Context: an optimization exercise on an open-source flow, tuned for small area. The choices shown serve that exercise and are no tape-out recipe.
No functional check of the RTL was part of this run.
Power and IR drop assume default switching activity.

`design/flow/constraint.sdc`:
```
create_clock -name core_clock -period 5.0 [get_ports {clk}]
set_input_delay 1.0000 -clock core_clock [delete_from_list [all_inputs] [get_ports {clk}]]
set_output_delay 1.0000 -clock core_clock [all_outputs]
set_load 0.01 [all_outputs]
```
`design/flow/design.v`:
```
module obsidian_decode_stage (
   input  logic         clk,
   input  logic         rst,
   input  logic [63:0]  IF_ID,
   input  logic         flush,
   input  logic         wb_en,
   input  logic [4:0]   wb_addr,
   input  logic [31:0]  wb_data,
   output logic [139:0] ID_EX,
   output logic         stall
);
   localparam logic [5:0] OP_LOAD = 6'h23;
   logic [31:0] r_regs [1:31];
   logic [31:1] r_vld;
   logic        r_p_en;
   logic [4:0]  r_p_addr;
   logic [31:0] r_p_data;
   logic        r_v;
   logic [31:0] r_pc;
   logic [15:0] r_imm;
   logic [5:0]  r_op;
   logic [4:0]  r_rd;
   logic [1:0]  r_rs1_lo;    
   logic [7:0]  r_rs1_hi;    
   logic [7:0]  r_rs2_hi;    
   logic [5:0]  w_opcode;
   logic [4:0]  w_rd;
   logic [4:0]  w_rs1;
   logic [4:0]  w_rs2;
   logic [4:0]  w_ex_rs2;
   logic [31:0] w_a;
   logic [31:0] w_b;
   logic [15:0] w_imm_g;
   function automatic logic [3:0] dec2(input logic [1:0] a);
      dec2 = {a[1] & a[0], a[1] & ~a[0], ~a[1] & a[0], ~a[1] & ~a[0]};
   endfunction
   function automatic logic [7:0] dec3(input logic [2:0] a);
      logic [3:0] l;
      l = dec2(a[1:0]);
      dec3 = {{4{a[2]}} & l, {4{~a[2]}} & l};
   endfunction
   assign w_opcode = IF_ID[31:26];
   assign w_rd     = IF_ID[25:21];
   assign w_rs1    = IF_ID[20:16];
   assign w_rs2    = IF_ID[15:11];
   assign w_ex_rs2 = r_imm[15:11];
   assign stall = !rst && r_v && (r_op == OP_LOAD) && (r_rd != 5'd0) &&
                  ((r_rd == w_rs1) || (r_rd == w_rs2));
   always_ff @(posedge clk or posedge rst) begin
      if (rst) r_p_en <= 1'b0;
      else     r_p_en <= wb_en && (wb_addr != 5'd0);
   end
   always_ff @(posedge clk) begin
      r_p_addr <= wb_addr;
      r_p_data <= wb_data;
   end
   logic [3:0]  w_pl;
   logic [7:0]  w_ph;
   logic [31:1] w_we;
   assign w_pl = dec2(r_p_addr[1:0]);
   assign w_ph = dec3(r_p_addr[4:2]) & {8{r_p_en}};
   always_comb begin
      for (int i = 1; i < 32; i++) w_we[i] = w_pl[i % 4] & w_ph[i / 4];
   end
   always_ff @(posedge clk or posedge rst) begin
      if (rst) r_vld <= '0;
      else     r_vld <= r_vld | w_we;
   end
   for (genvar i = 1; i < 32; i++) begin : g_reg
      always_ff @(posedge clk) begin
         if (w_we[i]) r_regs[i] <= r_p_data;
      end
   end
   always_ff @(posedge clk or posedge rst) begin
      if (rst) begin
         r_v      <= 1'b0;
         r_rs1_hi <= '0;
         r_rs2_hi <= '0;
      end else begin
         r_v      <= !(flush || stall);
         r_rs1_hi <= dec3(w_rs1[4:2]) & {8{!(flush || stall)}};
         r_rs2_hi <= dec3(w_rs2[4:2]) & {8{!(flush || stall)}};
      end
   end
   always_ff @(posedge clk) begin
      r_pc  <= IF_ID[63:32];
      r_imm <= IF_ID[15:0];
      r_op  <= w_opcode;
      r_rd  <= w_rd;
      r_rs1_lo <= w_rs1[1:0];
   end
   logic [32:0] w_s1;
   logic [32:0] w_s2;
   logic [9:0]  w_na [0:31];
   logic [9:0]  w_nb [0:31];
   logic [3:0]  w_s1l;
   logic [7:0]  w_s1h;
   logic [3:0]  w_s2l;
   logic [7:0]  w_s2h;
   assign w_s1l = dec2(r_rs1_lo);
   assign w_s1h = r_rs1_hi;
   assign w_s2l = dec2(w_ex_rs2[1:0]);
   assign w_s2h = r_rs2_hi;
   always_comb begin
      w_s1 = '0;
      w_s2 = '0;
      for (int i = 1; i < 32; i++) begin
         w_s1[i] = w_s1l[i % 4] & w_s1h[i / 4] & r_vld[i];
         w_s2[i] = w_s2l[i % 4] & w_s2h[i / 4] & r_vld[i];
      end
   end
   for (genvar b = 0; b < 32; b++) begin : g_bit
      logic [31:1] w_d;
      for (genvar i = 1; i < 32; i++) begin : g_d
         assign w_d[i] = r_regs[i][b];
      end
      for (genvar k = 0; k < 10; k++) begin : g_k
         obsidian_aoi222 u_a (
            .a0(w_s1[3*k+1]), .b0(w_d[3*k+1]), .a1(w_s1[3*k+2]), .b1(w_d[3*k+2]),
            .a2(w_s1[3*k+3]), .b2(w_d[3*k+3]), .y(w_na[b][k]));
         obsidian_aoi222 u_b (
            .a0(w_s2[3*k+1]), .b0(w_d[3*k+1]), .a1(w_s2[3*k+2]), .b1(w_d[3*k+2]),
            .a2(w_s2[3*k+3]), .b2(w_d[3*k+3]), .y(w_nb[b][k]));
      end
      assign w_a[b] = ~&w_na[b] | (w_s1[31] & w_d[31]);
      assign w_b[b] = ~&w_nb[b] | (w_s2[31] & w_d[31]);
   end
   assign w_imm_g = {16{r_v}} & r_imm;
   assign ID_EX = {{32{r_v}} & r_pc, w_a, w_b, {16{w_imm_g[15]}}, w_imm_g,
                   {6{r_v}} & r_op, {5{r_v}} & r_rd, r_v};
endmodule
module obsidian_aoi222 (
   input  logic a0, b0, a1, b1, a2, b2,
   output logic y
);
   assign y = ~((a0 & b0) | (a1 & b1) | (a2 & b2));
endmodule
```
`design/flow/standard.sh`:
```
#!/bin/bash
# synth_recipe.tcl (not shown) runs the flow's synth.tcl, then flattens the netlist and writes it again
# the make line also repeats each setting of config.mk as NAME=value (left out here)
make -C /OpenROAD-flow-scripts/flow DESIGN_CONFIG=/design/flow/config.mk WORK_HOME=/design/flow/orfs CLKGATE_MAP_FILE= SYNTH_SCRIPT=/design/flow/synth_recipe.tcl "${@:-finish}"
```
`design/flow/config.mk`:
```
export PLATFORM = sky130hd
export DESIGN_NAME = obsidian_decode_stage
export DESIGN_NICKNAME = obsidian_decode_stage
export VERILOG_FILES = /design/flow/design.v
export SDC_FILE = /design/flow/constraint.sdc
export NUM_CORES = 4
export LEC_CHECK = 0
export CAP_MARGIN = 20
export CORE_MARGIN = 2
export CORE_UTILIZATION = 60
export SETUP_SLACK_MARGIN = 0.2
export SLEW_MARGIN = 20
export SYNTH_HIERARCHICAL = 1
export SYNTH_MINIMUM_KEEP_SIZE = 0
```
`design/flow/flow/run.sh`:
```
#!/bin/bash
# Own layout flow: the standard flow (standard.sh, unchanged synthesis), with two changes:
#  * ports are buffered with sky130_fd_sc_hd__buf_1 instead of the default port buffer cell;
#  * clock tree synthesis uses clkbuf_8 with larger sink clusters and no dummy loads.
# The full output of the flow goes to standard.log in the work folder; ORFS writes each step's
# log under orfs/logs/.
set -euo pipefail
bash standard.sh \
  'BUFFER_PORTS_ARGS=-buffer_cell sky130_fd_sc_hd__buf_1' \
  'CTS_ARGS=-sink_clustering_enable -repair_clock_nets -dont_use_dummy_load -buf_list {sky130_fd_sc_hd__clkbuf_8} -sink_clustering_size 20 -sink_clustering_max_diameter 60' \
  finish > standard.log 2>&1
```
==> results.cfg <==
[clocking]
cts_tree = yes
clock_latency_ps = 750
clk_pin_slew_ps = 110
cts.sinks = 1139
clockBufferDepth = 3
cts_resized = 0
postCtsSetupBuffers = 0
htree_levels = 3
root_buffer = clkbuf_8
cts_buffers = 75
hold_buffers = 0

[timing]
worstMarginPinSlew_ps = 1290
worst_clock_skew_ps = 66.1
rsz0062_at_grt = no
setup_viol = 0
hold_ws_ps = 341
setup_tns_ps = 0
drv_slew = 0
finalCritPeriodShare = 0.931
fmax_mhz = 215
relSlewSlack = 0.142
finalHoldViolCount = 0
fin_ws_ps = 345
fin_crit_ps = 4650

[critical_path]
crit_required_ps = 4000
rr_startpoint = r_p_addr[1]
critPathTopFamily = simple AND/OR/NAND/NOR gates
end_kind = output pin
path_class = reg2out
r2r_slack_ps = 2090
path_buf_inv = 1
critPathMaxFanout = 32
startpoint_type = flip-flop
slowest_delay_ps = 670
path_cells = and2b_1, and3_2, a222oi_1, nand4_1, a2111o_1, buf_1
critical_path_arrival_ps = 3650
cpMaxStageDelayCell = and3_2
crit_path_start = r_imm[11]

[finish]
fin_nets = 2837
syn2layout_area_growth_pct = 9.65
nFillCells = 4973
seq_area_um2 = 33000
drive_above_1_share = 0.112
multi_input_area_um2 = 10100

[synthesis]
synthTopCellsByCount = edfxtp_1 (992), a222oi_1 (640), nand4_1 (129), dfxtp_1 (98), nand2_1 (78)
synth_cells = 2342
synthesis.nets = 2447
synth.distinct_cells = 35
syn_area_um2 = 43000
syn_area_per_cell_um2 = 18.4
ys_ff_latch = 1139
synth_area_leader_cell = edfxtp_1
ys_warn_count = 11
synthFlopType = edfxtp_1
yosys.area.top_type_share = 0.692
synth-seq-area-share = 0.767
synth_edf_count = 992
async_reset_ff_frac = 0.0430
yosysMostFrequentCell = edfxtp_1
netlist_top_cells_area = edfxtp_1 (69%), a222oi_1 (15%), dfxtp_1 (4.6%)

[min_path]
hold_path_class = in2reg
hp-start = wb_data[26]

[place]
dp_hpwl_mm = 92.7
place_congestion = 0.890
port_buffers = 245
dp_slack_ps = 1180

[global_route]
grt_usage = 0.421
grt_pass1_vias = 30300
grt_pass1_wl_mm = 217
grt_max_degree = 61
antenna_found_initial = 2
grt_remaining_overflow = 0

[status]
status = no timing/DRC/antenna violations

[pwr]
power_switching_mw = 3.47
power.density_nw_per_um2 = 331
pwr-share-clk = 0.265
ir_worst_vdd_mv = 0.297
pwr-share-comb = 0.046
p_int_mw = 12.1
total_power_mw = 15.6
p_seq_frac = 0.689
power.leakage_nw = 15.2
switching_share = 0.222

[floorplan]
die-area_um2 = 73900
core_um2 = 71200
dieHeight_um = 272
pin_count = 246
die-width_um = 272
start_util = 0.604
core.rowCount = 98

[route]
drc = 0
ant_nets = 0
vias = 31200
first_pass_iters = 12
wire_per_inst_um = 43.2
routed_wl_mm = 159
drt-initial-drc-count = 8393
vias_per_cell = 8.48

[flow_run]
maxCapViolCount = 0
state kept, by name, indices dropped and copies added, names as in the netlist:
signal,cells
r_v,1
r_rs2_hi,8
r_p_en,1
r_rs1_lo,2
r_p_addr,5
r_rs1_hi,8
r_op,6
r_regs,992
r_rd,5
r_vld,31
r_p_data,32
r_imm,16
r_pc,32
Yosys stat by module (local to each module, per instance):
module,copies in the design,cells inside
obsidian_aoi222,640,1
obsidian_decode_stage,1,1702
area by class of cell:
class                      count  share of cell area
clock buffer                  75              0.0219
multi-input combinational   1164               0.213
sequential                  1139               0.699
antenna                        2            0.000106
timing repair buffer         350              0.0403
inverter                       2            0.000186
tap                          950              0.0252
cell families (layout without fill, tap and decap cells):
| family | count (synthesis) | after routing | share of synthesized area |
|---|---|---|---|
| other cells | 0 | 2 | 0 |
| flops | 1139 | 1139 | 0.767 |
| compound gates | 724 | 724 | 0.169 |
| xor+xnor | 10 | 10 | 0.00204 |
| buf+inv | 39 | 427 | 0.00663 |
| simple gates | 430 | 430 | 0.0562 |
per-layer routing:
metal	GRT usage	part of all wire	up-vias
li1	-	-	11900
met4	0.204	0.054	4
met5	0	0.00017	-
met1	0.561	0.33	15300
met2	0.615	0.44	3381
met3	0.160	0.18	587
final timing paths:
check,endpoint,cells past startpoint
worst max-delay path,ID_EX[53],6
worst min-delay path,r_p_data[26],1
worst max register to register,r_regs[5][29],3
worst min register to register,r_vld[8],1
max in group asynchronous,r_vld[3],2
min in group asynchronous,r_rs1_hi[0],2
power by group through the flow:
| stage | logic [mW] | registers (mW) | clock network [mW] |
|---|---|---|---|
| finish | 0.712 | 10.7 | 4.13 |
| global route | 0.737 | 10.8 | 4.43 |
| floorplan | 0.369 | 10.9 | 0 |
| global placement | 0.679 | 10.9 | 0 |
| detailed placement | 0.689 | 10.9 | 0 |
| CTS | 0.692 | 10.7 | 4.12 |
worst reg2reg max path: cells and delay by family (launching register included):
family / cells / cell delay, ps
buffers and inverters: 1 / 490
flip-flops: 1 / 360
AND/OR/NAND/NOR: 2 / 1660
placed cells by master, fill, tap and decap left out, types with 32 or more instances in the layout:
master / n
edfxtp_1: 992
or2_2: 32
a222oi_1: 640
and2_1: 60
nand2_1: 78
and3_2: 47
buf_4: 92
nand4_1: 129
dfrtp_1: 49
buf_1: 245
a2111o_1: 64
clkbuf_8: 75
dfxtp_1: 92
stage by stage:
stage,cell area (um2),util,std cells
3_5_place_dp,46100,0.647,3603
2_1_floorplan,43000,-,2342
5_1_grt,47200,0.662,3681
6_report,47200,0.662,3682
4_1_cts,47100,0.661,3678
3_3_place_gp,46000,0.645,3599

==> static timing again, ports no longer ideal <==
How much do the figures lean on ideal ports? The routed layout below was timed once more, with nothing changed but the port constraints. Step 1 assumes that a clkbuf_16 drives the clock port and a buf_2 every other input. Step 2 adds t to the input delays and takes it off the output delays; t is the mean of the earliest and latest rising clock arrival at the registers after step 1. Input paths then give back, and output paths get back, about the clock's delay inside the block. Three values: no drivers, after step 1, after step 2; two values: the first two.
t, ns: 0.783
setup slack, ns: 0.345 / 0.275 / 1.058
worst hold slack (ns): 0.341 / 0.297 / 0.495
latest minus earliest clock arrival (ns): 0.082 / 0.081
worst data-port slew with drivers (ns): 0.05
After both steps this run still meets setup and hold. For this run, drivers alone change the setup slack by -0.070 ns; drivers and shift together by +0.713 ns.
